Source: an optimization exercise on an open RTL-to-GDS flow (aim: small area, a short achievable clock period and few clock cycles per item). Production flows keep margins and buffers that such runs may drop.
Function was not checked in any run shown here: the RTL went through the layout flow alone.
Power and IR drop assume default switching activity.

File: flow/config.mk
export PLATFORM = sky130hd
export DESIGN_NAME = deq_top
export DESIGN_NICKNAME = deq_top
export VERILOG_FILES = /design/flow/design.v
export SDC_FILE = /design/flow/constraint.sdc
export NUM_CORES = 4
export LEC_CHECK = 0
export CAP_MARGIN = 20
export CORE_MARGIN = 2
export CORE_UTILIZATION = 40
export SETUP_SLACK_MARGIN = 2.2
export SLEW_MARGIN = 20
File: flow/constraint.sdc
create_clock -name core_clock -period 4.0 [get_ports {clk}]
set_input_delay 0.8000 -clock core_clock [delete_from_list [all_inputs] [get_ports {clk}]]
set_output_delay 0.8000 -clock core_clock [all_outputs]
set_load 0.01 [all_outputs]
File: flow/design.v
package deq_pkg;
	localparam logic [2:0] CMD_PUSH_BACK  = 3'd0;
	localparam logic [2:0] CMD_PUSH_FRONT = 3'd1;
	localparam logic [2:0] CMD_POP_FRONT  = 3'd2;
	localparam logic [2:0] CMD_POP_BACK   = 3'd3;
	localparam logic [2:0] CMD_DUMP       = 3'd4;
	localparam logic [1:0] STAT_OK    = 2'd0;
	localparam logic [1:0] STAT_FULL  = 2'd1;
	localparam logic [1:0] STAT_EMPTY = 2'd2;
	localparam int VALUE_W = 32;
	typedef logic [4:0] fill_t;
	typedef struct packed {
		logic [2:0]                cmd;
		logic signed [VALUE_W-1:0] item_value;
	} in_item_t;
	typedef struct packed {
		logic signed [VALUE_W-1:0] out_value;
		logic [1:0]                status;
		logic                      last_of_run;
		fill_t                     fill_count;
	} out_item_t;
endpackage
module deq_ram #(
	parameter int WIDTH = 32,
	parameter int DEPTH = 16
) (
	input  logic             clk,
	input  logic [DEPTH-1:0] we,
	input  logic [WIDTH-1:0] wdata,
	input  logic [DEPTH-1:0] rsel,
	output logic [WIDTH-1:0] rdata
);
	logic [WIDTH-1:0] mem_q [DEPTH];
	always_ff @(posedge clk) begin
		for (int i = 0; i < DEPTH; i++) begin
			if (we[i]) begin
				mem_q[i] <= wdata;
			end
		end
	end
	always_comb begin
		rdata = '0;
		for (int i = 0; i < DEPTH; i++) begin
			rdata = rdata | (mem_q[i] & {WIDTH{rsel[i]}});
		end
	end
endmodule
module deq_ctrl #(
	parameter int DEPTH = 16
) (
	input  logic                        clk,
	input  logic                        arst_n,
	input  logic                        cmd_valid,
	output logic                        cmd_stall,
	input  deq_pkg::in_item_t           cmd_item,
	output logic                        res_valid,
	input  logic                        res_stall,
	output deq_pkg::out_item_t          res_item,
	output logic [DEPTH-1:0]            ram_we,
	output logic [deq_pkg::VALUE_W-1:0] ram_wdata,
	output logic [DEPTH-1:0]            ram_rsel,
	input  logic [deq_pkg::VALUE_W-1:0] ram_rdata
);
	logic [3:0]       front_q, back_q;
	logic [4:0]       cnt_q;
	logic             w_v;
	logic             k_v;
	logic [2:0]       k_cmd;
	logic [3:0]       w_idx;
	logic [deq_pkg::VALUE_W-1:0] w_data;
	logic             s1_v;
	logic [DEPTH-1:0] s1_rsel;
	logic [1:0]       s1_status;
	logic             s1_last;
	logic [3:0]       s1_left;
	logic                        o_v;
	logic [deq_pkg::VALUE_W-1:0] o_val;
	logic [1:0]                  o_status;
	logic                        o_last;
	logic [4:0]                  o_fill;
	logic             full, empty;
	logic             o_free, s1_adv, busy, take, accept;
	logic [2:0]       cmd;
	logic [3:0]       front_m1, back_m1;
	logic [DEPTH-1:0] oh_front, oh_front_m1, oh_back, oh_back_m1;
	assign full  = cnt_q[4];
	assign empty = (cnt_q == 5'd0);
	assign front_m1 = front_q - 4'd1;
	assign back_m1  = back_q - 4'd1;
	always_comb begin
		for (int i = 0; i < DEPTH; i++) begin
			oh_front[i]    = (front_q == i[3:0]);
			oh_front_m1[i] = (front_m1 == i[3:0]);
			oh_back[i]     = (back_q == i[3:0]);
			oh_back_m1[i]  = (back_m1 == i[3:0]);
		end
	end
	assign o_free    = !o_v || !res_stall;
	assign s1_adv    = s1_v && o_free;
	assign busy      = s1_v && (!o_free || !s1_last);
	assign accept    = cmd_valid && !k_v;
	assign take      = (k_v || cmd_valid) && !busy;
	assign cmd       = k_v ? k_cmd : cmd_item.cmd;
	assign cmd_stall = k_v;
	always_comb begin
		for (int i = 0; i < DEPTH; i++) begin
			ram_we[i] = w_v && (w_idx == i[3:0]);
		end
	end
	assign ram_wdata = w_data;
	assign ram_rsel = s1_rsel;
	assign res_valid            = o_v;
	assign res_item.out_value   = o_val;
	assign res_item.status      = o_status;
	assign res_item.last_of_run = o_last;
	assign res_item.fill_count  = o_fill;
	always_ff @(posedge clk or negedge arst_n) begin
		if (!arst_n) begin
			front_q <= '0;
			back_q  <= '0;
			cnt_q   <= '0;
			s1_v    <= 1'b0;
			o_v     <= 1'b0;
			w_v     <= 1'b0;
			k_v     <= 1'b0;
		end else begin
			k_v <= busy && (k_v || cmd_valid);
			w_v <= take && !full &&
			       (cmd == deq_pkg::CMD_PUSH_BACK || cmd == deq_pkg::CMD_PUSH_FRONT);
			if (o_free) begin
				o_v <= s1_v;
			end
			if (take) begin
				s1_v <= 1'b1;
				case (cmd)
					deq_pkg::CMD_PUSH_BACK: begin
						if (!full) begin
							back_q <= back_q + 4'd1;
							cnt_q  <= cnt_q + 5'd1;
						end
					end
					deq_pkg::CMD_PUSH_FRONT: begin
						if (!full) begin
							front_q <= front_m1;
							cnt_q   <= cnt_q + 5'd1;
						end
					end
					deq_pkg::CMD_POP_FRONT: begin
						if (!empty) begin
							front_q <= front_q + 4'd1;
							cnt_q   <= cnt_q - 5'd1;
						end
					end
					deq_pkg::CMD_POP_BACK: begin
						if (!empty) begin
							back_q <= back_m1;
							cnt_q  <= cnt_q - 5'd1;
						end
					end
					deq_pkg::CMD_DUMP: ;
					default: s1_v <= 1'b0;
				endcase
			end else if (s1_adv && s1_last) begin
				s1_v <= 1'b0;
			end
		end
	end
	always_ff @(posedge clk) begin
		if (accept) begin
			w_data <= cmd_item.item_value;
			k_cmd  <= cmd_item.cmd;
		end
		w_idx <= (cmd == deq_pkg::CMD_PUSH_BACK) ? back_q : front_m1;
	end
	always_ff @(posedge clk) begin
		if (take) begin
			s1_rsel   <= '0;
			s1_last   <= 1'b1;
			s1_status <= deq_pkg::STAT_OK;
			s1_left   <= cnt_q[3:0] - 4'd1;
			case (cmd)
				deq_pkg::CMD_PUSH_BACK, deq_pkg::CMD_PUSH_FRONT: begin
					if (full) s1_status <= deq_pkg::STAT_FULL;
				end
				deq_pkg::CMD_POP_FRONT: begin
					if (empty) s1_status <= deq_pkg::STAT_EMPTY;
					else s1_rsel <= oh_front;
				end
				deq_pkg::CMD_POP_BACK: begin
					if (empty) s1_status <= deq_pkg::STAT_EMPTY;
					else s1_rsel <= oh_back_m1;
				end
				deq_pkg::CMD_DUMP: begin
					if (empty) begin
						s1_status <= deq_pkg::STAT_EMPTY;
					end else begin
						s1_rsel <= oh_front;
						s1_last <= (cnt_q == 5'd1);
					end
				end
				default: ;
			endcase
		end else if (s1_adv) begin
			s1_rsel <= {s1_rsel[DEPTH-2:0], s1_rsel[DEPTH-1]};
			s1_left <= s1_left - 4'd1;
			s1_last <= (s1_left == 4'd1);
		end
	end
	always_ff @(posedge clk) begin
		if (o_free) begin
			o_val    <= ram_rdata;
			o_status <= s1_status;
			o_last   <= s1_last;
			o_fill   <= cnt_q;
		end
	end
endmodule
module double_ended_queue_core #(
	parameter int DEPTH = 16
) (
	input  logic               clk,
	input  logic               arst_n,
	input  logic               cmd_valid,
	output logic               cmd_stall,
	input  deq_pkg::in_item_t  cmd_item,
	output logic               res_valid,
	input  logic               res_stall,
	output deq_pkg::out_item_t res_item
);
	logic [DEPTH-1:0]            ram_we;
	logic [deq_pkg::VALUE_W-1:0] ram_wdata;
	logic [DEPTH-1:0]            ram_rsel;
	logic [deq_pkg::VALUE_W-1:0] ram_rdata;
	deq_ctrl #(
		.DEPTH (DEPTH)
	) u_ctrl (
		.clk       (clk),
		.arst_n    (arst_n),
		.cmd_valid (cmd_valid),
		.cmd_stall (cmd_stall),
		.cmd_item  (cmd_item),
		.res_valid (res_valid),
		.res_stall (res_stall),
		.res_item  (res_item),
		.ram_we    (ram_we),
		.ram_wdata (ram_wdata),
		.ram_rsel  (ram_rsel),
		.ram_rdata (ram_rdata)
	);
	deq_ram #(
		.WIDTH (deq_pkg::VALUE_W),
		.DEPTH (DEPTH)
	) u_ram (
		.clk   (clk),
		.we    (ram_we),
		.wdata (ram_wdata),
		.rsel  (ram_rsel),
		.rdata (ram_rdata)
	);
endmodule
module deq_top (
	input  logic        clk,
	input  logic        arst_n,
	input  logic        cmd_valid,
	output logic        cmd_stall,
	input  logic [34:0] cmd_item,
	output logic        res_valid,
	input  logic        res_stall,
	output logic [39:0] res_item
);
	deq_pkg::in_item_t  cmd_s;
	deq_pkg::out_item_t res_s;
	assign cmd_s    = cmd_item;
	assign res_item = res_s;
	double_ended_queue_core #(
		.DEPTH (16)
	) u_core (
		.clk       (clk),
		.arst_n    (arst_n),
		.cmd_valid (cmd_valid),
		.cmd_stall (cmd_stall),
		.cmd_item  (cmd_s),
		.res_valid (res_valid),
		.res_stall (res_stall),
		.res_item  (res_s)
	);
endmodule
File: flow/run.sh
#!/bin/bash
# synth_recipe.tcl (not shown) runs the flow's synth.tcl, then flattens the netlist and writes it again
# the make line also repeats each setting of config.mk as NAME=value (left out here)
make -C /OpenROAD-flow-scripts/flow DESIGN_CONFIG=/design/flow/config.mk WORK_HOME=/design/flow/orfs CLKGATE_MAP_FILE= SYNTH_SCRIPT=/design/flow/synth_recipe.tcl finish
==> results of run 1 <==
## metal layers
layer	track usage, %	vias up	part of all wire (%)
met5	0	-	0
met4	6.57	0	2.6
met3	3.81	106	7.7
met2	34.8	597	49
met1	28.2	7116	41
li1	-	5811	-
## cell families (layout without fill, tap and decap cells)
| family | Yosys count | in the layout | share of synthesized area [%] |
|---|---|---|---|
| AND/OR/NAND/NOR | 172 | 174 | 4.14 |
| flip-flops | 631 | 631 | 80.0 |
| buffers and inverters | 97 | 323 | 1.67 |
| multiplexers | 11 | 12 | 0.553 |
| XOR/XNOR | 16 | 16 | 0.628 |
| adder cells (fa/ha/maj) | 16 | 16 | 0.851 |
| AO/OA/AOI/OAI | 339 | 339 | 12.2 |
## what timing repair did
item	in CTS	in global routing
gates resized for setup	258	42
hold buffers	0	0
pin swaps	29	21
endpoints found under the setup margin	693	280
cloned	6	2
setup buffers	57	12
## registers in the layout, indices dropped and copies added, names as in the netlist, 2 cells and up
| register | flops |
|---|---|
| u_core.u_ram.mem_q | 512 |
| u_core.u_ctrl.o_val | 32 |
| u_core.u_ctrl.w_data | 32 |
| u_core.u_ctrl.s1_rsel | 16 |
| u_core.u_ctrl.cnt_q | 5 |
| u_core.u_ctrl.o_fill | 5 |
| u_core.u_ctrl.back_q | 4 |
| u_core.u_ctrl.front_q | 4 |
| u_core.u_ctrl.s1_left | 4 |
| u_core.u_ctrl.w_idx | 4 |
| u_core.u_ctrl.k_cmd | 3 |
| u_core.u_ctrl.o_status | 2 |
| u_core.u_ctrl.s1_status | 2 |
## worst reg2reg max path: stages (launching register included)
cell     delay, ns
dfrtp_4       0.49
buf_12        0.15
buf_4         0.15
mux2i_4       0.34
buf_6         0.16
nor2_4        0.04
o21ai_4       0.14
buf_12        0.17
a22oi_1       0.11
## worst paths after layout
kind                                             from                         to  slack, ns  cells past startpoint
setup / recovery                    u_core.u_ctrl.k_v                  cmd_stall       1.97                      1
hold / removal             u_core.u_ctrl.s1_status[1]  u_core.u_ctrl.o_status[1]       0.44                      0
setup reg to reg                    u_core.u_ctrl.k_v   u_core.u_ctrl.s1_rsel[6]       2.00                      8
hold reg to reg            u_core.u_ctrl.s1_status[1]  u_core.u_ctrl.o_status[1]       0.44                      0
max in group asynchronous                      arst_n          u_core.u_ctrl.k_v       2.63                      1
min in group asynchronous                      arst_n   u_core.u_ctrl.front_q[1]       0.72                      1
## area by class of cell
| type | count | area [um2] | area share (%) |
|---|---|---|---|
| Sequential cell | 631 | 18800 | 65.6 |
| Clock buffer | 79 | 1750 | 6.10 |
| Multi-Input combinational cell | 557 | 4860 | 16.9 |
| Tap cell | 765 | 957 | 3.33 |
| Clock inverter | 34 | 262 | 0.910 |
| Timing Repair Buffer | 197 | 2010 | 6.99 |
| Inverter | 13 | 48.8 | 0.170 |
## cells in the final DEF (no fill, tap or decap), types with 5 or more instances in the layout
master	count
a21oi_1	11
a221oi_1	123
a221oi_2	5
a22o_1	128
a22oi_1	25
and3_1	6
buf_12	27
buf_2	41
buf_4	59
buf_6	18
buf_8	10
clkbuf_1	10
clkbuf_16	70
clkdlybuf4s50_1	34
clkinv_1	17
clkinv_2	6
dfrtp_1	10
dfrtp_2	6
edfxtp_1	610
ha_1	14
inv_1	10
nand2_1	29
nand2b_1	6
nand3_1	14
nand4_1	35
nor2_1	9
nor2_4	17
nor3_1	6
nor3_4	9
nor4_1	8
o211ai_1	5
xnor2_1	11
## per-stage QoR
stage / utilization, % / total power, mW
after CTS: 49.1 / 19.9
after global routing: 49.6 / 20.8
after floorplan: - / 11.7
after global placement: 44.2 / 13.6
final: 49.6 / 20.1
after detailed placement: 44.3 / 13.6
## report_power, final
| part | switching [mW] | internal [mW] | total (mW) |
|---|---|---|---|
| combinational | 3.32 | 2.17 | 5.49 |
| sequential | 0.659 | 8.15 | 8.81 |
| clock | 2.54 | 3.27 | 5.81 |
| total | 6.51 | 13.6 | 20.1 |
==> impl_metrics.csv, run 1 <==
group,metric,value,unit
yosys,synth_cells,1282,
grt,grt_pass1_wl,91800,um
yosys,postSynth.asyncResetShare,2.69,%
route,wl_per_cell,28.3,um
hold_path,hold_class,"register to register",
clock_network,worstSkewPairLatency,0.60,ns
route,ant_nets,0,
sta,hold_viol,0,
critical_path,worst_ep_required_time,3.20,ns
finish,nets,1521,
critical_path,crit_type,"register to output pin",
yosys,synth.yosys.warnings,3,
sta,setup_viol,0,
run_status,status,"finished clean",
grt,grt.total_usage,21.0,%
yosys,synth_ff_type,"edfxtp_1",
finish,fin_area,0.0287,mm2
yosys,netlist_top_cells_count,"edfxtp_1 (610), a221oi_1 (128), a22o_1 (128), clkbuf_1 (73), nand4_1 (35)",
power,ir_drop,320,uV
die,core-area,0.0579,mm2
placement,place_area,0.0256,mm2
yosys,yosysMostFrequentCell,"edfxtp_1",
grt,grt_pass1_vias,13500,
power,power_leakage,9.23,nW
grt,grt_max_degree,36,
yosys,yosysTopAreaCell,"edfxtp_1",
sta,hold-worst-slack,0.437,ns
route,drt_first_pass_iters,7,
finish,drive_above_1_share,22.8,%
critical_path,critPathMaxStageDelay,0.49,ns
sta,slew-limit-headroom,39.9,%
die,design.portCount,81,
sta,rsz0062_at_grt,"yes",
sta,min_period_over_period,50.7,%
route,drt_wl_total,64400,um
finish,stdcell_count,2276,
finish,syn_to_final_growth,22.1,%
sta,min_period,2.03,ns
yosys,synth.area.top_cells,"edfxtp_1 (78%), a221oi_1 (4.8%), a22o_1 (4.8%)",
route,drc_errors,0,
grt,antenna_found_initial,0,
yosys,synth_edf_count,610,
run,maxCapViolCount,0,
clock_network,htree_num_levels,3,
finish,nFillCells,4703,
yosys,synth_cell_types,65,
die,die_w,247,um
die,start_util,40.6,%
critical_path,critPathTopFamily,"flip-flops",
yosys,ys_ff_latch,631,
sta,slew_violations,0,
clock_network,clkTransAtPathRegs,0.05,ns
placement,dp.cells,2086,
clock_network,ctsRootBufferMaster,"clkbuf_16",
critical_path,startpoint_type,"register",
route,drt_iter0_drc,1546,
yosys,syn_avg_cell_area,18.4,um2
critical_path,crit_slowest_cell,"dfrtp_4",
sta,fmaxAchievable,493,MHz
yosys,syn_area,0.0235,mm2
critical_path,cp-end-kind,"output pin",
route,via_count,13600,
yosys,synthesis.nets,1337,
die,die_area,0.0608,mm2
sta,setup_slack,1.97,ns
critical_path,crit_buf_inv,1,
clock_network,cts_tree,"yes",
yosys,synth_top_area_share,77.9,%
placement,portBuffers,80,
critical_path,arrival,1.23,ns
finish,diodes,0,
route,vias_per_cell,5.99,
power,p_per_area,700,mW/mm2
sta,fin_setup_tns,0,ns
sta,worst_slew_pin_slew,0.899,ns
critical_path,critical_path.max_fanout,2,
critical_path,crit_chain,"buf_2",
yosys,yosysSeqAreaShare,80.0,%
placement,dpl.hpwl,31100,um
die,num_rows,88,
clock_network,numCtsBuffers,66,
placement,preCtsSetupSlack,1.03,ns
grt,grt-ovfl-total,0,
clock_network,numClockSinks,631,
sta,fin_skew,0.0138,ns
clock_network,clockBufferDepth,3,
placement,gp_congestion,0.806,
die,die_y,247,um
==> run 2, diff against run 1 <==
--- a/flow/design.v
+++ b/flow/design.v
@@ -57,17 +57,12 @@
 	input  logic                        res_stall,
 	output deq_pkg::out_item_t          res_item,
 	output logic [DEPTH-1:0]            ram_we,
-	output logic [deq_pkg::VALUE_W-1:0] ram_wdata,
 	output logic [DEPTH-1:0]            ram_rsel,
 	input  logic [deq_pkg::VALUE_W-1:0] ram_rdata
 );
 	logic [3:0]       front_q, back_q;
 	logic [4:0]       cnt_q;
-	logic             w_v;
-	logic             k_v;
-	logic [2:0]       k_cmd;
-	logic [3:0]       w_idx;
-	logic [deq_pkg::VALUE_W-1:0] w_data;
+	logic             empty_q, full_q;
 	logic             s1_v;
 	logic [DEPTH-1:0] s1_rsel;
 	logic [1:0]       s1_status;
@@ -79,12 +74,11 @@
 	logic                        o_last;
 	logic [4:0]                  o_fill;
 	logic             full, empty;
-	logic             o_free, s1_adv, busy, take, accept;
-	logic [2:0]       cmd;
+	logic             o_free, s1_adv, accept;
 	logic [3:0]       front_m1, back_m1;
 	logic [DEPTH-1:0] oh_front, oh_front_m1, oh_back, oh_back_m1;
-	assign full  = cnt_q[4];
-	assign empty = (cnt_q == 5'd0);
+	assign full  = full_q;
+	assign empty = empty_q;
 	assign front_m1 = front_q - 4'd1;
 	assign back_m1  = back_q - 4'd1;
 	always_comb begin
@@ -97,17 +91,9 @@
 	end
 	assign o_free    = !o_v || !res_stall;
 	assign s1_adv    = s1_v && o_free;
-	assign busy      = s1_v && (!o_free || !s1_last);
-	assign accept    = cmd_valid && !k_v;
-	assign take      = (k_v || cmd_valid) && !busy;
-	assign cmd       = k_v ? k_cmd : cmd_item.cmd;
-	assign cmd_stall = k_v;
-	always_comb begin
-		for (int i = 0; i < DEPTH; i++) begin
-			ram_we[i] = w_v && (w_idx == i[3:0]);
-		end
-	end
-	assign ram_wdata = w_data;
+	assign cmd_stall = s1_v && (!o_free || !s1_last);
+	assign accept    = cmd_valid && !cmd_stall;
+	assign ram_we = (oh_back | oh_front_m1) & {DEPTH{!full && !(s1_v && !o_free)}};
 	assign ram_rsel = s1_rsel;
 	assign res_valid            = o_v;
 	assign res_item.out_value   = o_val;
@@ -119,42 +105,47 @@
 			front_q <= '0;
 			back_q  <= '0;
 			cnt_q   <= '0;
+			empty_q <= 1'b1;
+			full_q  <= 1'b0;
 			s1_v    <= 1'b0;
 			o_v     <= 1'b0;
-			w_v     <= 1'b0;
-			k_v     <= 1'b0;
 		end else begin
-			k_v <= busy && (k_v || cmd_valid);
-			w_v <= take && !full &&
-			       (cmd == deq_pkg::CMD_PUSH_BACK || cmd == deq_pkg::CMD_PUSH_FRONT);
 			if (o_free) begin
 				o_v <= s1_v;
 			end
-			if (take) begin
+			if (accept) begin
 				s1_v <= 1'b1;
-				case (cmd)
+				case (cmd_item.cmd)
 					deq_pkg::CMD_PUSH_BACK: begin
 						if (!full) begin
 							back_q <= back_q + 4'd1;
 							cnt_q  <= cnt_q + 5'd1;
+							empty_q <= 1'b0;
+							full_q  <= (cnt_q == 5'd15);
 						end
 					end
 					deq_pkg::CMD_PUSH_FRONT: begin
 						if (!full) begin
 							front_q <= front_m1;
 							cnt_q   <= cnt_q + 5'd1;
+							empty_q <= 1'b0;
+							full_q  <= (cnt_q == 5'd15);
 						end
 					end
 					deq_pkg::CMD_POP_FRONT: begin
 						if (!empty) begin
 							front_q <= front_q + 4'd1;
 							cnt_q   <= cnt_q - 5'd1;
+							empty_q <= (cnt_q == 5'd1);
+							full_q  <= 1'b0;
 						end
 					end
 					deq_pkg::CMD_POP_BACK: begin
 						if (!empty) begin
 							back_q <= back_m1;
 							cnt_q  <= cnt_q - 5'd1;
+							empty_q <= (cnt_q == 5'd1);
+							full_q  <= 1'b0;
 						end
 					end
 					deq_pkg::CMD_DUMP: ;
@@ -167,18 +158,11 @@
 	end
 	always_ff @(posedge clk) begin
 		if (accept) begin
-			w_data <= cmd_item.item_value;
-			k_cmd  <= cmd_item.cmd;
-		end
-		w_idx <= (cmd == deq_pkg::CMD_PUSH_BACK) ? back_q : front_m1;
-	end
-	always_ff @(posedge clk) begin
-		if (take) begin
 			s1_rsel   <= '0;
 			s1_last   <= 1'b1;
 			s1_status <= deq_pkg::STAT_OK;
 			s1_left   <= cnt_q[3:0] - 4'd1;
-			case (cmd)
+			case (cmd_item.cmd)
 				deq_pkg::CMD_PUSH_BACK, deq_pkg::CMD_PUSH_FRONT: begin
 					if (full) s1_status <= deq_pkg::STAT_FULL;
 				end
@@ -228,7 +212,6 @@
 	output deq_pkg::out_item_t res_item
 );
 	logic [DEPTH-1:0]            ram_we;
-	logic [deq_pkg::VALUE_W-1:0] ram_wdata;
 	logic [DEPTH-1:0]            ram_rsel;
 	logic [deq_pkg::VALUE_W-1:0] ram_rdata;
 	deq_ctrl #(
@@ -243,7 +226,6 @@
 		.res_stall (res_stall),
 		.res_item  (res_item),
 		.ram_we    (ram_we),
-		.ram_wdata (ram_wdata),
 		.ram_rsel  (ram_rsel),
 		.ram_rdata (ram_rdata)
 	);
@@ -253,7 +235,7 @@
 	) u_ram (
 		.clk   (clk),
 		.we    (ram_we),
-		.wdata (ram_wdata),
+		.wdata (cmd_item.item_value),
 		.rsel  (ram_rsel),
 		.rdata (ram_rdata)
 	);
--- a/flow/config.mk
+++ b/flow/config.mk
@@ -7,6 +7,6 @@
 export LEC_CHECK = 0
 export CAP_MARGIN = 20
 export CORE_MARGIN = 2
-export CORE_UTILIZATION = 40
-export SETUP_SLACK_MARGIN = 2.2
+export CORE_UTILIZATION = 65
+export SETUP_SLACK_MARGIN = 2.0
 export SLEW_MARGIN = 20
==> run 2 against run 1 <==
  * Worst hold slack got worse by 0.011 ns
  * Combinational power rose by 73%
  * Area after synthesis shrank 6.0%
  * Fmax shrank 13%
  * Cell count shrank 14%
  * Clock power decreased by about 10%
  * Sequential cell count decreased by 39
  * Routed wire length grew 7.8%
  * Total power grew 20%
  * Setup slack got worse by 0.30 ns
==> impl_metrics.csv, run 2 <==
group,metric,value,unit
sta,fin_setup_tns,0,ns
route,highest_layer,"met4",
clock_network,htree_num_levels,2,
power,netSwitchingPower,8.44,mW
power,power.total,24.2,mW
yosys,syn_avg_cell_area,18.2,um2
critical_path,arrival,2.63,ns
critical_path,reg2regPathDepth,11,
sta,rsz0062_at_grt,"yes",
run_status,status,"finished clean",
sta,worst_slew_pin_slew,0.826,ns
placement,dp.cells,1702,
yosys,synth_top_family_by_area,"compound AO/OA/AOI/OAI gates",
yosys,synthesis.nets,1274,
yosys,syn_area,0.0221,mm2
critical_path,startpoint_type,"register",
clock_network,numClockSinks,592,
hold_path,hold_class,"register to register",
yosys,synth_cell_types,57,
grt,grt_max_degree,42,
finish,regMostFlops,"u_core.u_ram.mem_q",
placement,place_area,0.0238,mm2
yosys,netlist_top_cells_count,"edfxtp_1 (575), a22o_1 (129), a221oi_1 (128), clkbuf_1 (72)",
power,p_per_area,856,mW/mm2
die,die_w,188,um
placement,preCtsSetupSlack,0.745,ns
grt,grt-ovfl-total,0,
yosys,yosys.area_share.simple,3.25,%
grt,antenna_found_initial,1,
yosys,synth_edf_count,575,
sta,fin_skew,0.0271,ns
yosys,synth_adder_area_share,1.13,%
die,die_area,0.0355,mm2
die,die_y,188,um
route,drt_first_pass_iters,6,
sta,hold_viol,0,
power,switching_share,34.9,%
finish,drive_above_1_share,25.2,%
yosys,yosysSeqAreaShare,80.0,%
route,ant_nets,0,
grt,grt.total_usage,36.4,%
finish,nFillCells,1462,
finish,nets,1522,
yosys,synth_ff_type,"edfxtp_1",
clock_network,worstSkewPairLatency,0.61,ns
finish,stdcell_count,1950,
clock_network,clkTransAtPathRegs,0.07,ns
power,ir_drop,560,uV
clock_network,numCtsBuffers,55,
route,drt_wl_total,69400,um
run,maxCapViolCount,0,
finish,syn_to_final_growth,27.9,%
die,design.portCount,81,
sta,slew-limit-headroom,44.8,%
die,start_util,66.0,%
hold_path,holdPathStages,0,
yosys,synthXorXnorAreaFrac,0.633,%
power,p_seq_share,39.1,%
power,p_clk_share,21.5,%
critical_path,cp-end-kind,"register",
yosys,synth.area.top_cells,"edfxtp_1 (78%), a22o_1 (5.1%), a221oi_1 (5.1%)",
placement,portBuffers,80,
power,p_int,15.8,mW
yosys,synth_compound_area_share,13.1,%
sta,slew_violations,0,
finish,final_common_cell,"edfxtp_1",
sta,setup_slack,1.67,ns
yosys,postSynth.asyncResetShare,2.87,%
route,drt_iter0_drc,2546,
critical_path,crit_type,"register to register",
yosys,synth_cells,1215,
placement,dpl.hpwl,27700,um
sta,min_period_over_period,58.3,%
route,wl_met2,32200,um
grt,grt_pass1_vias,13700,
yosys,yosysTopAreaCell,"edfxtp_1",
finish,largest_reg_flops,512,
finish,fin_area,0.0283,mm2
route,wl_met1,24100,um
clock_network,clockBufferDepth,3,
die,num_rows,67,
route,via_count,14500,
route,drc_errors,0,
die,core-area,0.0335,mm2
sta,setup_viol,0,
sta,fmaxAchievable,429,MHz
critical_path,worst_ep_required_time,4.30,ns
yosys,yosysMostFrequentCell,"edfxtp_1",
route,vias_per_cell,7.45,
power,power_leakage,9.48,nW
finish,final_cell_mix,"edfxtp_1 (575), a22o_1 (129), a221oi_1 (128)",
placement,gp_congestion,0.844,
power,pwr-share-comb,39.3,%
yosys,synth_top_area_share,78.0,%
grt,grt_pass1_wl,91900,um
clock_network,ctsRootBufferMaster,"clkbuf_16",
critical_path,critical_path.max_fanout,6,
clock_network,hold_buffers,0,
finish,largestRegisters,"u_core.u_ram.mem_q (512), u_core.u_ctrl.o_val (32), u_core.u_ctrl.s1_rsel (16)",
sta,min_period,2.33,ns
yosys,ys_ff_latch,592,
yosys,synth.yosys.warnings,3,
route,wl_per_cell,35.6,um
clock_network,cts_tree,"yes",
route,wl_met3,9350,um
yosys,yosys-mux-area-fraction,0.192,%
-- run 2: power groups by stage --
stage,clock network [mW],logic (mW),registers (mW)
after floorplan,0,3.63,9.30
after global placement,0,5.63,9.69
after detailed placement,0,5.68,9.77
after CTS,5.14,8.16,9.38
after global routing,5.43,9.69,9.56
final,5.22,9.52,9.48
-- run 2: layer usage --
layer / up-vias / global-route usage, %
met3: 286 / 7.93
met4: 0 / 15.6
met2: 1419 / 56.4
met5: - / 0
met1: 7180 / 51.1
li1: 5637 / -
-- run 2: cells by family after synthesis --
kind of cell,Yosys count
adders and majority gates,20
and+or+nand+nor,137
muxes,4
buffers and inverters,96
xor gates and xnor gates,16
DFF,592
AOI/OAI and AO/OA,350
-- run 2: worst paths after layout --
check / start / to / slack, ns
max: u_core.u_ctrl.front_q[0] / u_core.u_ram.mem_q[0][17] / 1.67
min reg2reg: u_core.u_ctrl.s1_status[1] / u_core.u_ctrl.o_status[1] / 0.43
min in group asynchronous: arst_n / u_core.u_ctrl.front_q[1] / 0.66
max in group asynchronous: arst_n / u_core.u_ctrl.s1_v / 2.75
min: u_core.u_ctrl.s1_status[1] / u_core.u_ctrl.o_status[1] / 0.43
max reg2reg: u_core.u_ctrl.front_q[0] / u_core.u_ram.mem_q[0][17] / 1.67
-- run 2: metrics by stage --
| stage | hold slack [ns] | utilization, % |
|---|---|---|
| final | 0.426 | 84.4 |
| after global routing | 0.439 | 84.3 |
| after CTS | 0.422 | 82.0 |
| after detailed placement | 0.407 | 70.9 |
| after global placement | 0.416 | 70.9 |
| after floorplan | 0.400 | - |
-- run 2: timing repair --
action                                  in CTS  in global routing
cloned                                      32                 17
buffers inserted                            81                 22
gates resized for setup                    306                 51
pin swaps                                   23                 15
endpoints found under the setup margin     617                541
-- run 2: layout make-up --
cell class                 count  area (um2)  area share, %
timing repair buffer         270        3680           13.0
clock buffer                  69        1470           5.20
tap                          448         561           1.98
sequential                   592       17700           62.6
clock inverter                26         264          0.933
inverter                      16        65.1          0.230
multi-input combinational    528        4540           16.0
antenna                        1        2.50        0.00885
-- run 2: critical path: stages, from the launching register on --
cell and delay, ns:
dfrtp_2 0.47, inv_4 0.09, ha_4 0.20, buf_6 0.12
nand3b_1 0.15, o41ai_4 0.10, buf_4 0.19, a22oi_2 0.08
nor2_4 0.21, buf_6 0.15, buf_4 0.12, buf_12 0.12
==> run 3, diff against run 2 <==
--- a/flow/config.mk
+++ b/flow/config.mk
@@ -7,6 +7,7 @@
 export LEC_CHECK = 0
 export CAP_MARGIN = 20
 export CORE_MARGIN = 2
-export CORE_UTILIZATION = 65
+export CORE_UTILIZATION = 40
 export SETUP_SLACK_MARGIN = 2.0
 export SLEW_MARGIN = 20
+export TNS_END_PERCENT = 0
==> run 3 against run 2 <==
  * Still clean on timing, DRC and antenna
  * Cell count increased by 7.6%
  * Register-to-register slack improved by 0.02 ns
  * Global-route usage decreased by 17 points
  * Highest routed layer is now met5
==> impl_metrics.csv, run 3 <==
group,metric,value,unit
yosys,synth_edf_count,575,
grt,grt_pass1_wl,82300,um
yosys,ys_ff_latch,592,
critical_path,crit_slowest_cell,"dfrtp_2",
sta,setup_viol,0,
die,die_area,0.0572,mm2
critical_path,critPathTopFamily,"compound AO/OA/AOI/OAI gates",
critical_path,reg2regPathDepth,8,
finish,final_common_cell,"edfxtp_1",
clock_network,cts_tree,"yes",
grt,grt.total_usage,19.8,%
grt,grt_max_degree,42,
grt,antenna_found_initial,2,
sta,min_period_over_period,57.9,%
yosys,yosysMostFrequentCell,"edfxtp_1",
route,ant_nets,0,
sta,slew_violations,0,
finish,diodes,0,
route,drt_first_pass_iters,7,
yosys,synth_top_area_share,78.0,%
yosys,syn_area,0.0221,mm2
finish,drive_above_1_share,15.3,%
sta,min_period,2.32,ns
sta,rsz0062_at_grt,"yes",
finish,regMostFlops,"u_core.u_ram.mem_q",
clock_network,clkTransAtPathRegs,0.06,ns
clock_network,ctsRootBufferMaster,"clkbuf_16",
die,num_rows,86,
yosys,synth.yosys.warnings,3,
yosys,yosysSeqAreaShare,80.0,%
die,die_y,239,um
yosys,synth_cell_types,57,
placement,gp_congestion,0.788,
run_status,status,"finished clean",
finish,final_core_util,48.3,%
finish,largest_reg_flops,512,
finish,nFillCells,4520,
sta,hold_viol,0,
die,core-area,0.0549,mm2
die,start_util,40.3,%
sta,fin_skew,0.0417,ns
yosys,synthesis.nets,1274,
clock_network,worstSkewPairLatency,0.63,ns
finish,fin_area,0.0265,mm2
power,power_leakage,8.51,nW
hold_path,holdPathStages,0,
critical_path,startpoint_type,"register",
critical_path,crit_buf_inv,4,
clock_network,htree_num_levels,2,
clock_network,numClockSinks,592,
finish,nets,1411,
critical_path,rrSetupSlack,1.68,ns
critical_path,critical_path.max_fanout,8,
sta,fin_setup_tns,0,ns
yosys,synth_cells,1215,
power,power.total,21.3,mW
yosys,postSynth.asyncResetShare,2.87,%
yosys,syn_avg_cell_area,18.2,um2
route,drt_iter0_drc,1349,
critical_path,arrival,2.64,ns
critical_path,cp-end-kind,"register",
critical_path,critPathMaxStageDelay,0.45,ns
yosys,synth.area.top_cells,"edfxtp_1 (78%), a22o_1 (5.1%), a221oi_1 (5.1%)",
sta,hold-worst-slack,0.419,ns
finish,final_cell_mix,"edfxtp_1 (575), a22o_1 (129), a221oi_1 (128)",
die,die_w,239,um
critical_path,worst_ep_required_time,4.32,ns
route,drc_errors,0,
placement,place_area,0.0240,mm2
clock_network,numCtsBuffers,56,
route,drt_wl_total,57900,um
placement,portBuffers,80,
die,design.portCount,81,
sta,fmaxAchievable,432,MHz
power,p_per_area,803,mW/mm2
route,vias_per_cell,6.00,
yosys,synth_ff_type,"edfxtp_1",
grt,grt-ovfl-total,0,
critical_path,cp.depth,8,
hold_path,hold_class,"register to register",
finish,syn_to_final_growth,19.7,%
power,ir_drop,424,uV
finish,largestRegisters,"u_core.u_ram.mem_q (512), u_core.u_ctrl.o_val (32), u_core.u_ctrl.s1_rsel (16)",
clock_network,hold_buffers,0,
route,wl_per_cell,27.6,um
grt,grt_pass1_vias,12400,
sta,slew-limit-headroom,22.8,%
critical_path,crit_type,"register to register",
yosys,yosysTopAreaCell,"edfxtp_1",
critical_path,crit_chain,"buf_6 -> o21a_4 -> o41ai_4 -> buf_4 -> a22oi_2 -> nor2_4 -> buf_12 -> clkbuf_16",
sta,worst_slew_pin_slew,1.16,ns
clock_network,clockBufferDepth,3,
placement,dpl.hpwl,27800,um
run,maxCapViolCount,0,
yosys,netlist_top_cells_count,"edfxtp_1 (575), a22o_1 (129), a221oi_1 (128), clkbuf_1 (72)",
route,via_count,12600,
run 3: cell type report:
class	instances	area [um2]	share of cell area (%)
Sequential cell	592	17700	66.8
Clock buffer	65	1440	5.42
Clock inverter	36	345	1.30
Timing Repair Buffer	157	1680	6.33
Multi-Input combinational cell	529	4380	16.6
Tap cell	704	881	3.33
Inverter	16	62.6	0.236
run 3: per-stage QoR:
stage	instances	worst slack (ns)
4_1_cts	2085	1.75
5_1_grt	2099	1.67
6_report	2099	1.68
2_1_floorplan	1215	1.62
3_5_place_dp	1955	0.705
3_3_place_gp	1955	0.760
run 3: logic make-up after synthesis:
group / share of synthesized area [%]
AO/OA/AOI/OAI: 13.1
flip-flops: 80.0
XOR/XNOR: 0.633
AND/OR/NAND/NOR: 3.25
adder cells (fa/ha/maj): 1.13
multiplexers: 0.192
buffers and inverters: 1.70
run 3: worst register-to-register path: stages (launching register included):
cell	delay [ns]
dfrtp_2	0.45
buf_6	0.14
o21a_4	0.23
o41ai_4	0.45
buf_4	0.19
a22oi_2	0.07
nor2_4	0.19
buf_12	0.14
clkbuf_16	0.19
run 3: final timing paths:
path	from	to
hold / removal	u_core.u_ctrl.s1_status[1]	u_core.u_ctrl.o_status[1]
hold reg to reg	u_core.u_ctrl.s1_status[1]	u_core.u_ctrl.o_status[1]
setup reg to reg	u_core.u_ctrl.front_q[0]	u_core.u_ram.mem_q[2][20]
min in group asynchronous	arst_n	u_core.u_ctrl.back_q[3]
setup / recovery	u_core.u_ctrl.front_q[0]	u_core.u_ram.mem_q[2][20]
max in group asynchronous	arst_n	u_core.u_ctrl.o_v
run 3: repair_timing:
| action | in CTS | in global routing |
|---|---|---|
| pin swaps | 10 | 8 |
| endpoints found under the setup margin | 601 | 603 |
| setup buffers | 25 | 8 |
| cloned | 4 | 6 |
| gates resized for setup | 103 | 18 |
run 3: routing by layer:
metal,part of all wire (%),routed length (um),GRT usage [%]
met1,43,24700,27.8
met2,47,27400,31.7
met3,7.4,4280,3.11
met4,2.6,1520,6.29
met5,0.040,23,0
run 3: report_power, final:
| group | total (mW) | internal [mW] | switching, mW | leakage [nW] |
|---|---|---|---|---|
| Combinational | 6.66 | 2.35 | 4.31 | 2.23 |
| Sequential | 9.42 | 8.79 | 0.630 | 5.42 |
| Clock | 5.18 | 2.90 | 2.28 | 0.859 |
==> run 4, diff against run 3 <==
--- a/flow/design.v
+++ b/flow/design.v
@@ -61,6 +61,7 @@
 	input  logic [deq_pkg::VALUE_W-1:0] ram_rdata
 );
 	logic [3:0]       front_q, back_q;
+	logic [3:0]       front_m1_q, back_m1_q;    
 	logic [4:0]       cnt_q;
 	logic             empty_q, full_q;
 	logic             s1_v;
@@ -79,8 +80,8 @@
 	logic [DEPTH-1:0] oh_front, oh_front_m1, oh_back, oh_back_m1;
 	assign full  = full_q;
 	assign empty = empty_q;
-	assign front_m1 = front_q - 4'd1;
-	assign back_m1  = back_q - 4'd1;
+	assign front_m1 = front_m1_q;
+	assign back_m1  = back_m1_q;
 	always_comb begin
 		for (int i = 0; i < DEPTH; i++) begin
 			oh_front[i]    = (front_q == i[3:0]);
@@ -102,8 +103,10 @@
 	assign res_item.fill_count  = o_fill;
 	always_ff @(posedge clk or negedge arst_n) begin
 		if (!arst_n) begin
-			front_q <= '0;
-			back_q  <= '0;
+			front_q    <= '0;
+			back_q     <= '0;
+			front_m1_q <= 4'd15;
+			back_m1_q  <= 4'd15;
 			cnt_q   <= '0;
 			empty_q <= 1'b1;
 			full_q  <= 1'b0;
@@ -118,7 +121,8 @@
 				case (cmd_item.cmd)
 					deq_pkg::CMD_PUSH_BACK: begin
 						if (!full) begin
-							back_q <= back_q + 4'd1;
+							back_q    <= back_q + 4'd1;
+							back_m1_q <= back_q;
 							cnt_q  <= cnt_q + 5'd1;
 							empty_q <= 1'b0;
 							full_q  <= (cnt_q == 5'd15);
@@ -126,7 +130,8 @@
 					end
 					deq_pkg::CMD_PUSH_FRONT: begin
 						if (!full) begin
-							front_q <= front_m1;
+							front_q    <= front_m1_q;
+							front_m1_q <= front_m1_q - 4'd1;
 							cnt_q   <= cnt_q + 5'd1;
 							empty_q <= 1'b0;
 							full_q  <= (cnt_q == 5'd15);
@@ -134,7 +139,8 @@
 					end
 					deq_pkg::CMD_POP_FRONT: begin
 						if (!empty) begin
-							front_q <= front_q + 4'd1;
+							front_q    <= front_q + 4'd1;
+							front_m1_q <= front_q;
 							cnt_q   <= cnt_q - 5'd1;
 							empty_q <= (cnt_q == 5'd1);
 							full_q  <= 1'b0;
@@ -142,7 +148,8 @@
 					end
 					deq_pkg::CMD_POP_BACK: begin
 						if (!empty) begin
-							back_q <= back_m1;
+							back_q    <= back_m1_q;
+							back_m1_q <= back_m1_q - 4'd1;
 							cnt_q  <= cnt_q - 5'd1;
 							empty_q <= (cnt_q == 5'd1);
 							full_q  <= 1'b0;
--- a/flow/config.mk
+++ b/flow/config.mk
@@ -10,4 +10,3 @@
 export CORE_UTILIZATION = 40
 export SETUP_SLACK_MARGIN = 2.0
 export SLEW_MARGIN = 20
-export TNS_END_PERCENT = 0
==> run 4 against run 3 <==
  * Non-clock buffer count up 25
  * Area after synthesis up 2.1%
  * Cell count up 5.9%
  * First-iteration DRC count down 2.4%
  * Core utilization up 0.41 points
  * Clock skew down 0.0045 ns
  * Critical path type is now register to output pin
  * Sequential share of layout area down 1.2 points
  * Setup slack worse by 0.0044 ns
  * Synthesized cell count up 2.6%
  * Count of clock-buffer cells in the layout up 10
  * Fmax down 0.19%
  * Largest cell class unchanged
==> impl_metrics.csv, run 4 <==
group,metric,value,unit
yosys,synth.area.top_cells,"edfxtp_1 (76%), a22o_1 (5.6%), a221oi_1 (5.0%)",
sta,hold_viol,0,
sta,rsz0062_at_grt,"yes",
sta,slew_violations,0,
yosys,synth_ff_type,"edfxtp_1",
critical_path,startpoint_type,"register",
die,num_rows,87,
grt,grt_max_degree,42,
sta,hold-worst-slack,0.155,ns
die,start_util,40.3,%
critical_path,critPathMaxStageDelay,0.44,ns
grt,grt.total_usage,20.2,%
route,vias_per_cell,5.91,
finish,nets,1478,
grt,grt_pass1_vias,13100,
sta,slew-limit-headroom,52.2,%
placement,gp_congestion,0.788,
yosys,synthesis.nets,1309,
yosys,postSynth.asyncResetShare,4.17,%
yosys,synth_edf_count,575,
critical_path,crit_start,"u_core.u_ctrl.o_v",
die,die_area,0.0584,mm2
critical_path,cp.depth,4,
clock_network,cts_tree,"yes",
critical_path,crit_chain,"a21boi_4 -> nand2b_4 -> inv_2 -> buf_6",
critical_path,cp-end-kind,"output pin",
sta,min_period,2.32,ns
yosys,yosysTopAreaCell,"edfxtp_1",
grt,grt-ovfl-total,0,
die,core-area,0.0561,mm2
route,drt_iter0_drc,1317,
route,drc_errors,0,
finish,final_cell_mix,"edfxtp_1 (575), a22o_1 (144), a221oi_1 (128)",
finish,largest_reg_flops,512,
sta,min_period_over_period,58.0,%
yosys,netlist_top_cells_count,"edfxtp_1 (575), a22o_1 (144), a221oi_1 (128), clkbuf_1 (64), nor2_1 (41)",
critical_path,timing.rr.end,"u_core.u_ram.mem_q[11][19]",
critical_path,rrSetupSlack,2.00,ns
critical_path,regToRegStartpoint,"u_core.u_ctrl.o_v",
critical_path,arrival,1.52,ns
clock_network,clockBufferDepth,3,
yosys,synth_top_area_share,76.5,%
sta,fin_setup_tns,0,ns
grt,grt_pass1_wl,87600,um
clock_network,clkTransAtPathRegs,0.06,ns
yosys,synth_cell_types,54,
hold_path,hold_class,"input port to asynchronous set/reset pin",
clock_network,worstSkewPairLatency,0.64,ns
route,wl_per_cell,27.5,um
yosys,synth.yosys.warnings,3,
yosys,ys_ff_latch,600,
run_status,status,"finished clean",
placement,portBuffers,80,
route,drt_first_pass_iters,5,
die,design.portCount,81,
run,maxCapViolCount,0,
critical_path,crit_type,"register to output pin",
route,ant_nets,0,
finish,drive_above_1_share,21.0,%
clock_network,numCtsBuffers,60,
finish,syn_to_final_growth,20.9,%
placement,dpl.hpwl,28800,um
yosys,syn_area,0.0226,mm2
critical_path,crit_path_end,"cmd_stall",
route,drt_wl_total,61000,um
yosys,syn_avg_cell_area,18.1,um2
critical_path,critPathTopFamily,"flip-flops",
finish,regMostFlops,"u_core.u_ram.mem_q",
yosys,yosysMostFrequentCell,"edfxtp_1",
die,die_w,242,um
clock_network,ctsRootBufferMaster,"clkbuf_16",
power,ir_drop,428,uV
power,p_per_area,785,mW/mm2
critical_path,critical_path.max_fanout,2,
route,via_count,13100,
critical_path,crit_slowest_cell,"dfrtp_2",
grt,antenna_found_initial,2,
finish,largestRegisters,"u_core.u_ram.mem_q (512), u_core.u_ctrl.o_val (32), u_core.u_ctrl.s1_rsel (16)",
yosys,synth_cells,1247,
yosys,yosysSeqAreaShare,79.3,%
critical_path,crit_buf_inv,2,
sta,worst_slew_pin_slew,0.718,ns
clock_network,numClockSinks,600,
finish,diodes,0,
sta,fin_skew,0.0373,ns
clock_network,htree_num_levels,2,
sta,fmaxAchievable,431,MHz
finish,nFillCells,4633,
critical_path,reg2regPathDepth,9,
finish,final_common_cell,"edfxtp_1",
critical_path,worst_ep_required_time,3.20,ns
sta,setup_viol,0,
die,die_y,242,um
power,power_leakage,8.89,nW
run 4: cell count changes after synthesis, moves of 8 or more:
cell      change
a221o_1      -13
a22o_1       +15
clkbuf_1      -8
dfstp_2       +8
nor2_1        +8
o22ai_1      +13
run 4: final cells by class:
type | count | area, um2 | area share (%)
well taps | 756 | 946 | 3.47
repair buffers | 182 | 1830 | 6.71
clock inverters | 37 | 305 | 1.12
inverters | 22 | 86.3 | 0.316
flip-flops and latches | 600 | 17900 | 65.7
clock buffers | 75 | 1580 | 5.79
multi-input cells | 550 | 4630 | 17.0
run 4: metal layers:
metal	GRT usage (%)	share of wire (%)	up-vias
li1	-	-	5595
met1	27.2	42	6883
met2	33.1	48	571
met3	4.87	7.7	88
met4	5.37	2.0	4
met5	0	0.041	-
run 4: how the worst min path moves through the flow:
| stage | start | cells after the start | endpoint |
|---|---|---|---|
| after floorplan | u_core.u_ctrl.s1_status[0] | 0 | u_core.u_ctrl.o_status[0] |
| after global routing | arst_n | 1 | u_core.u_ctrl.back_q[1] |
| after CTS | arst_n | 1 | u_core.u_ctrl.front_q[1] |
| final | arst_n | 1 | u_core.u_ctrl.back_q[1] |
| after detailed placement | u_core.u_ctrl.s1_status[1] | 0 | u_core.u_ctrl.o_status[1] |
| after global placement | u_core.u_ctrl.s1_status[0] | 0 | u_core.u_ctrl.o_status[0] |
run 4: cells by family (layout without fill, tap and decap cells):
logic type	after synthesis	count (layout)	synth area share, %
flops	600	600	79.3
compound gates	367	369	13.4
simple gates	142	145	3.50
buf+inv	102	316	1.97
fa+ha+maj	23	23	1.27
xor+xnor	9	9	0.349
mux	4	4	0.177
run 4: stage by stage:
stage	power, mW	utilization, %	cells	area [um2]	setup WS, ns
6_report	21.4	48.7	2222	27300	1.68
5_1_grt	22.2	48.7	2222	27300	1.62
4_1_cts	21.0	47.8	2199	26800	1.65
3_5_place_dp	15.1	43.7	2044	24500	0.600
3_3_place_gp	15.0	43.6	2042	24400	0.628
2_1_floorplan	12.7	-	1247	22800	1.72
run 4: power by group:
group          total, mW  switching [mW]  internal, mW  leakage [nW]
registers           9.37           0.603          8.76          5.51
logic               6.63            4.25          2.38          2.48
clock network       5.41            2.41          3.00         0.909
total               21.4            7.26          14.1          8.89
run 4: repair_timing:
action,in CTS,in global routing
setup buffers,37,19
setup endpoints to repair,581,474
hold buffers,0,0
pin swaps,13,12
resized for setup,227,38
cloned,6,4

separate check: timing with driven ports:
The results above use ideal ports. As a check the final layouts listed here were re-extracted and re-timed, cells and wires unchanged.
Step 1 sets driving cells, clkbuf_16 on the clock port and buf_2 on the other inputs (assumed; they add their load-dependent delay and slew).
Step 2 adds t to the input delays and takes it off the output delays; t is the mean of the earliest and latest rising clock arrival at the registers after step 1. Input paths then give back, and output paths get back, about the clock's delay inside the block.
a / b / c = ideal ports / drivers / drivers and shift; a / b = the first two.
run	t (ns)	setup slack, ns	worst register clock-pin slew, ns	worst slew at a driven data input, ns
run 1	0.647	1.971 / 1.916 / 1.461	0.06 / 0.06	0.04
run 2	0.650	1.669 / 1.669 / 1.468	0.07 / 0.07	0.08
run 3	0.663	1.685 / 1.685 / 1.292	0.07 / 0.07	0.09
run 4	0.681	1.680 / 1.620 / 1.403	0.07 / 0.07	0.09
After both steps setup and hold are still met in every run listed. For run 1, which loses most, drivers alone change the setup slack by -0.055 ns; drivers and shift together by -0.510 ns.
